Source: an optimization exercise on an open RTL-to-GDS flow (aim: small area and a short achievable clock period). Production flows keep margins and buffers that such runs may drop.
Function was checked by simulation only, so behaviour that the tests miss may differ from the original.

==> flow/design.v (outline; a module is shown in full before it is edited, if it fits) <==
// module j1_stack: 59 lines
// module j1_core_p: 200 lines
// module j1_mul: 3315 lines
module j1_core_p
#(
  parameter int WIDTH   = 32,
  parameter int DDEPTH  = 32,
  parameter int RDEPTH  = 32,
  parameter int CODE_AW = 13,
  parameter int IRQ_VEC = 1
) (
  input  logic               clk,
  input  logic               reset,
  input  logic [15:0]        insn,
  output logic [CODE_AW-1:0] code_addr,
  output logic [15:0]        mem_addr,
  output logic [15:0]        mem_raddr,
  output logic [WIDTH-1:0]   dout,
  input  logic [WIDTH-1:0]   din,
  input  logic [WIDTH-1:0]   io_din,
  output logic               mem_wr16,
  output logic               mem_wr8,
  output logic               io_wr,
  output logic               io_rd,
  input  logic               irq,
  output logic               irq_ack,
  output logic               fault
);
  // ...
==> flow/run.sh <==
#!/bin/bash
# synth_recipe.tcl (not shown) runs the flow's synth.tcl, then flattens the netlist and writes it again
# the make line also repeats each setting of config.mk as NAME=value (left out here)
make -C /OpenROAD-flow-scripts/flow DESIGN_CONFIG=/design/flow/config.mk WORK_HOME=/design/flow/orfs CLKGATE_MAP_FILE= SYNTH_SCRIPT=/design/flow/synth_recipe.tcl finish
==> flow/config.mk <==
export PLATFORM = sky130hd
export DESIGN_NAME = j1_core_p
export DESIGN_NICKNAME = j1_core_p
export VERILOG_FILES = /design/flow/design.v
export SDC_FILE = /design/flow/constraint.sdc
export NUM_CORES = 4
export LEC_CHECK = 0
export ABC_AREA = 1
export CAP_MARGIN = 20
export CORE_MARGIN = 2
export CORE_UTILIZATION = 35
export SETUP_SLACK_MARGIN = 0.2
export SLEW_MARGIN = 20
==> flow/constraint.sdc <==
create_clock -name core_clock -period 14.0 [get_ports {clk}]
set_input_delay 2.8000 -clock core_clock [delete_from_list [all_inputs] [get_ports {clk}]]
set_output_delay 2.8000 -clock core_clock [all_outputs]
set_load 0.01 [all_outputs]
==> results.txt, run 1 <==
CP max-delay cell=dfxtp_1; Die Wd=590.2 µm; Non-clock buffers, area share=0.03402; global-route wire length before repair=781100 µm; Rel. slew slack=0.1403; Mapped Avg Cell Area=9.931 µm²; Clock buffers and inverters, area share=0.05268; startpoint types=flip-flop; HP Start=ie$_DFFE_PP0P_; Post-synth top cells=nand2_1 (3470), edfxtp_1 (2048), inv_1 (1115); worst setup path endpoint=mem_raddr[11]; Critical Path End Type=output port; CTS Buf Count=225; most frequent cells in the layout=nand2_1 (3468), edfxtp_1 (2048), inv_1 (1107), nor2_1 (689), xor2_1 (517); clock latency on the worst-skew pair=0.93 ns; Post-DRT Antenna Nets=0; Synth area leaders=edfxtp_1 (51%), nand2_1 (11%), fa_1 (7.6%), xor2_1 (3.8%), inv_1 (3.5%); DR top layer=met5; Iter 0 DRT Violations=16.27k; wire length per cell=33.88 µm; number of distinct library cells after synthesis=66; #FFs+latches synth=2192; post-synthesis sequential area ratio=0.5400; Fmax=72.34 MHz; Via density=5.874; maximum fanout along the worst path=13; non-clock inverter total of the final layout=1204; Final GP Congestion=1.091; status=timing/DRC/antenna clean; IO Port Bufs=165; reg-to-reg startpoint=n[31]$_DFF_P_; Antenna diodes=38; top-count cell post-synth=nand2_1; Top Registers=u_dstack.mem: 1024 flops, u_rstack.mem: 1024 flops; Post-Synth Simple-Gate Area=0.1773; met2 wire len=245300 µm; RSZ-0062 raised after global routing=no; # clk buffers=277; clock tree sinks=2192; Reg clk slew, reported paths=0.07 ns; # Post-CTS Setup Buffers=0
==> run 2, diff against run 1 <==
--- a/flow/config.mk
+++ b/flow/config.mk
@@ -10,4 +10,4 @@
 export CORE_MARGIN = 2
 export CORE_UTILIZATION = 35
-export SETUP_SLACK_MARGIN = 0.2
+export SETUP_SLACK_MARGIN = 2.5
 export SLEW_MARGIN = 20
==> run 2 against run 1 <==
Still clean on timing, DRC and antenna. Clock skew decreased by 0.00071 ns. Register-to-register slack improved by 1.8 ns. Cell area increased by 1.8%. Critical path depth increased by 1. Via count increased by 1.3%. Count of clock-buffer cells in the layout unchanged. Largest cell class unchanged.
==> results.txt, run 2 <==
worst reg-to-reg setup slack=6.18 ns; clock latency on the worst-skew pair=0.93 ns (about the same); kind of critical path=flip-flop to output port; clock tree sinks=2192 (unchanged); Synth top area share=0.5114; CTS Buf Count=225 (unchanged); layout cells sized above 1=0.1039; met2 wire len=247100 µm (+0.76%); largest net degree at the start of global routing=66; status=timing/DRC/antenna clean; CP max-delay cell=buf_4; Buf/Inv on CP=8; syn_nets=12.87k; Post-synth top cells=nand2_1 (3470), edfxtp_1 (2048), inv_1 (1115); DR top layer=met5; Reg clk slew, reported paths=0.08 ns (about the same); WP data arrival=8.80 ns; top cell type by total area after synthesis=edfxtp_1; Yosys warnings=2; post-route cell area=138400 µm²; Via Count=101.1k; post-synthesis sequential area ratio=0.5400 (unchanged); skew final=0.1072 ns; reg-to-reg startpoint=n[31]$_DFF_P_; CP Depth=28; Post-Route M1 WL=213100 µm; Post-DRT Antenna Nets=0 (unchanged); Rel. slew slack=0.2099 (+0.06962); commonest non-fill, non-tap cell in the layout=nand2_1; Max H-tree Level=4; Top cell by count, worst path=fa_1; R2R cell count=26; FFs w/ async S/R, synth=0.05109; final setup fails=0; Top Family by Delay on Critical Path=adder cells; RSZ-0062 raised after global routing=yes; Reg-to-Reg End=t[23]$_DFFE_PP0P_; WL final=584100 µm; Via density=5.903 (+0.50%); Clock Root Buffer=clkbuf_16; row count=215; Max stage delay on crit path=0.66 ns; initial core utilization=0.3512; antenna violations before repair=56; max_cap viols=0; Hold Path Class=flip-flop to flip-flop; worst setup path endpoint=mem_raddr[12]; Synth area leaders=edfxtp_1 (51%), nand2_1 (11%), fa_1 (7.6%), xor2_1 (3.8%), inv_1 (3.5%); Final GP Congestion=1.091 (unchanged); dpl cell area=128600 µm²; most frequent cells in the layout=nand2_1 (3451), edfxtp_1 (2048), inv_1 (1089), nor2_1 (648), xor2_1 (517); Overflow after GRT=0; IO Port Bufs=165 (unchanged); crit path time final=11.60 ns; top-count cell post-synth=nand2_1; number of global-route vias before repair=94.19k; Setup crit start=t[7]$_DFF_PP0_; First-pass DRT Iterations=7; maximum fanout along the worst path=26 (+13); global-route wire length before repair=789100 µm (+1.0%); Critical Path End Type=output port; CTS tree=built; Top Registers=u_dstack.mem: 1024 flops, u_rstack.mem: 1024 flops; Slew @ Worst Pin=1.174 ns; Tcrit/Tclk final=0.8282; fin nets=13.10k; #FFs+latches synth=2192 (unchanged); critical path required time=11.20 ns; Finished Core Util=0.4042; wire length per cell=34.11 µm (+0.67%); synthesized area=120300 µm²; post-DP HPWL=383900 µm; Hold-fix buffers, CTS=0; Fin Hold WS=0.6107 ns; clk buf depth=4; Setup TNS=0 ns; Ports=166; Post-synth top flop=edfxtp_1; Fin. Hold Viols=0; die area=348300 µm²; All-Layer GR Usage=0.3278; # DRC=0; CORE AREA=342400 µm²; number of distinct library cells after synthesis=66 (unchanged); Iter 0 DRT Violations=15.86k (-2.6%); Post-synth EDFFs=2048; DR WL met3=73360 µm; die height=590.2 µm; Post-Syn Instances=12.11k; synth-to-layout area growth=15.08%; Mapped Avg Cell Area=9.931 µm² (unchanged); startpoint types=flip-flop; max-slew violation count=0; Die Wd=590.2 µm (unchanged); Fmax=86.24 MHz (+19%)
-- run 2: cell counts after synthesis --
No cell type changed its count.
-- run 2: per-layer routing --
layer,GRT usage,vias to the layer above
met1,0.4137,49725
li1,-,41577
met5,0.003968,-
met2,0.4836,7802
met3,0.09687,1959
met4,0.2250,20
-- run 2: repair_timing --
action / CTS / global route
cloned: 4 / 3
pin swaps: 13 / 19
setup endpoints to repair: 16 / 16
gates resized for setup: 233 / 135
setup buffers: 77 / 40
-- run 2: metrics by stage --
stage	std cells	setup WS (ns)
after floorplan	12110	4.115
after detailed placement	16549	1.531
after global routing	17090	2.213
after global placement	16549	1.561
after CTS	17037	2.307
final	17125	2.405
-- run 2: logic make-up (layout without fill, tap and decap cells) --
family	after synthesis	after routing	share of synthesized area
adders and majority gates	673	673	0.09840
other	1	43	0.00003118
muxes	3	3	0.0002497
xor gates and xnor gates	530	530	0.03860
DFF	2192	2192	0.5400
AOI/OAI and AO/OA	1654	1655	0.08426
and+or+nand+nor	5175	5175	0.1773
buffers and inverters	1882	2297	0.06114
-- run 2: worst min path at each step --
stage                           startpoint         endpoint  slack [ns]  cells after the start
3_5_place_dp              reboot$_DFF_PP1_  pc[0]$_DFF_PP0_        0.57                      1
3_3_place_gp              reboot$_DFF_PP1_  pc[0]$_DFF_PP0_        0.57                      1
6_report                  reboot$_DFF_PP1_  pc[0]$_DFF_PP0_        0.61                      1
4_1_cts        u_dstack.mem[981]$_DFFE_PP_    n[21]$_DFF_P_        0.61                      4
2_1_floorplan               ie$_DFFE_PP0P_   ie$_DFFE_PP0P_        0.51                      2
5_1_grt                     ie$_DFFE_PP0P_   ie$_DFFE_PP0P_        0.63                      2
-- run 2: final cells by class --
| cell class | instances | area, µm² |
|---|---|---|
| clock buffers | 277 | 5921 |
| repair buffers | 684 | 6137 |
| inverters | 1204 | 4606 |
| diodes | 42 | 105.1 |
| multi-input cells | 8037 | 49610 |
| well taps | 4557 | 5702 |
| fillers | 33314 | 204000 |
| flip-flops and latches | 2192 | 65070 |
| clock inverters | 130 | 1241 |
| repair inverters | 2 | 12.51 |

[port drivers added, routing unchanged]
No port has a modelled driver above. Below, the same layouts with a new extraction and two added sets of constraints. Step 1, drivers: a clkbuf_16 drives clk and a buf_2 each remaining input, both assumed. Step 2 times the ports against the registers' clock, not the clock port: input delays grow and output delays shrink by t, the midpoint of the rising clock arrivals with the driver on. Slacks: no drivers / after step 1 / after step 2; pairs: no drivers / after step 1.
run	shift t [ns]	setup WS [ns]	worst hold slack (ns)
run 1	0.968	0.177 / 0.089 / 1.057	0.612 / 0.612 / 0.612
run 2	0.968	2.405 / 2.315 / 2.646	0.611 / 0.611 / 0.611
After both steps setup and hold are still met in every run listed.
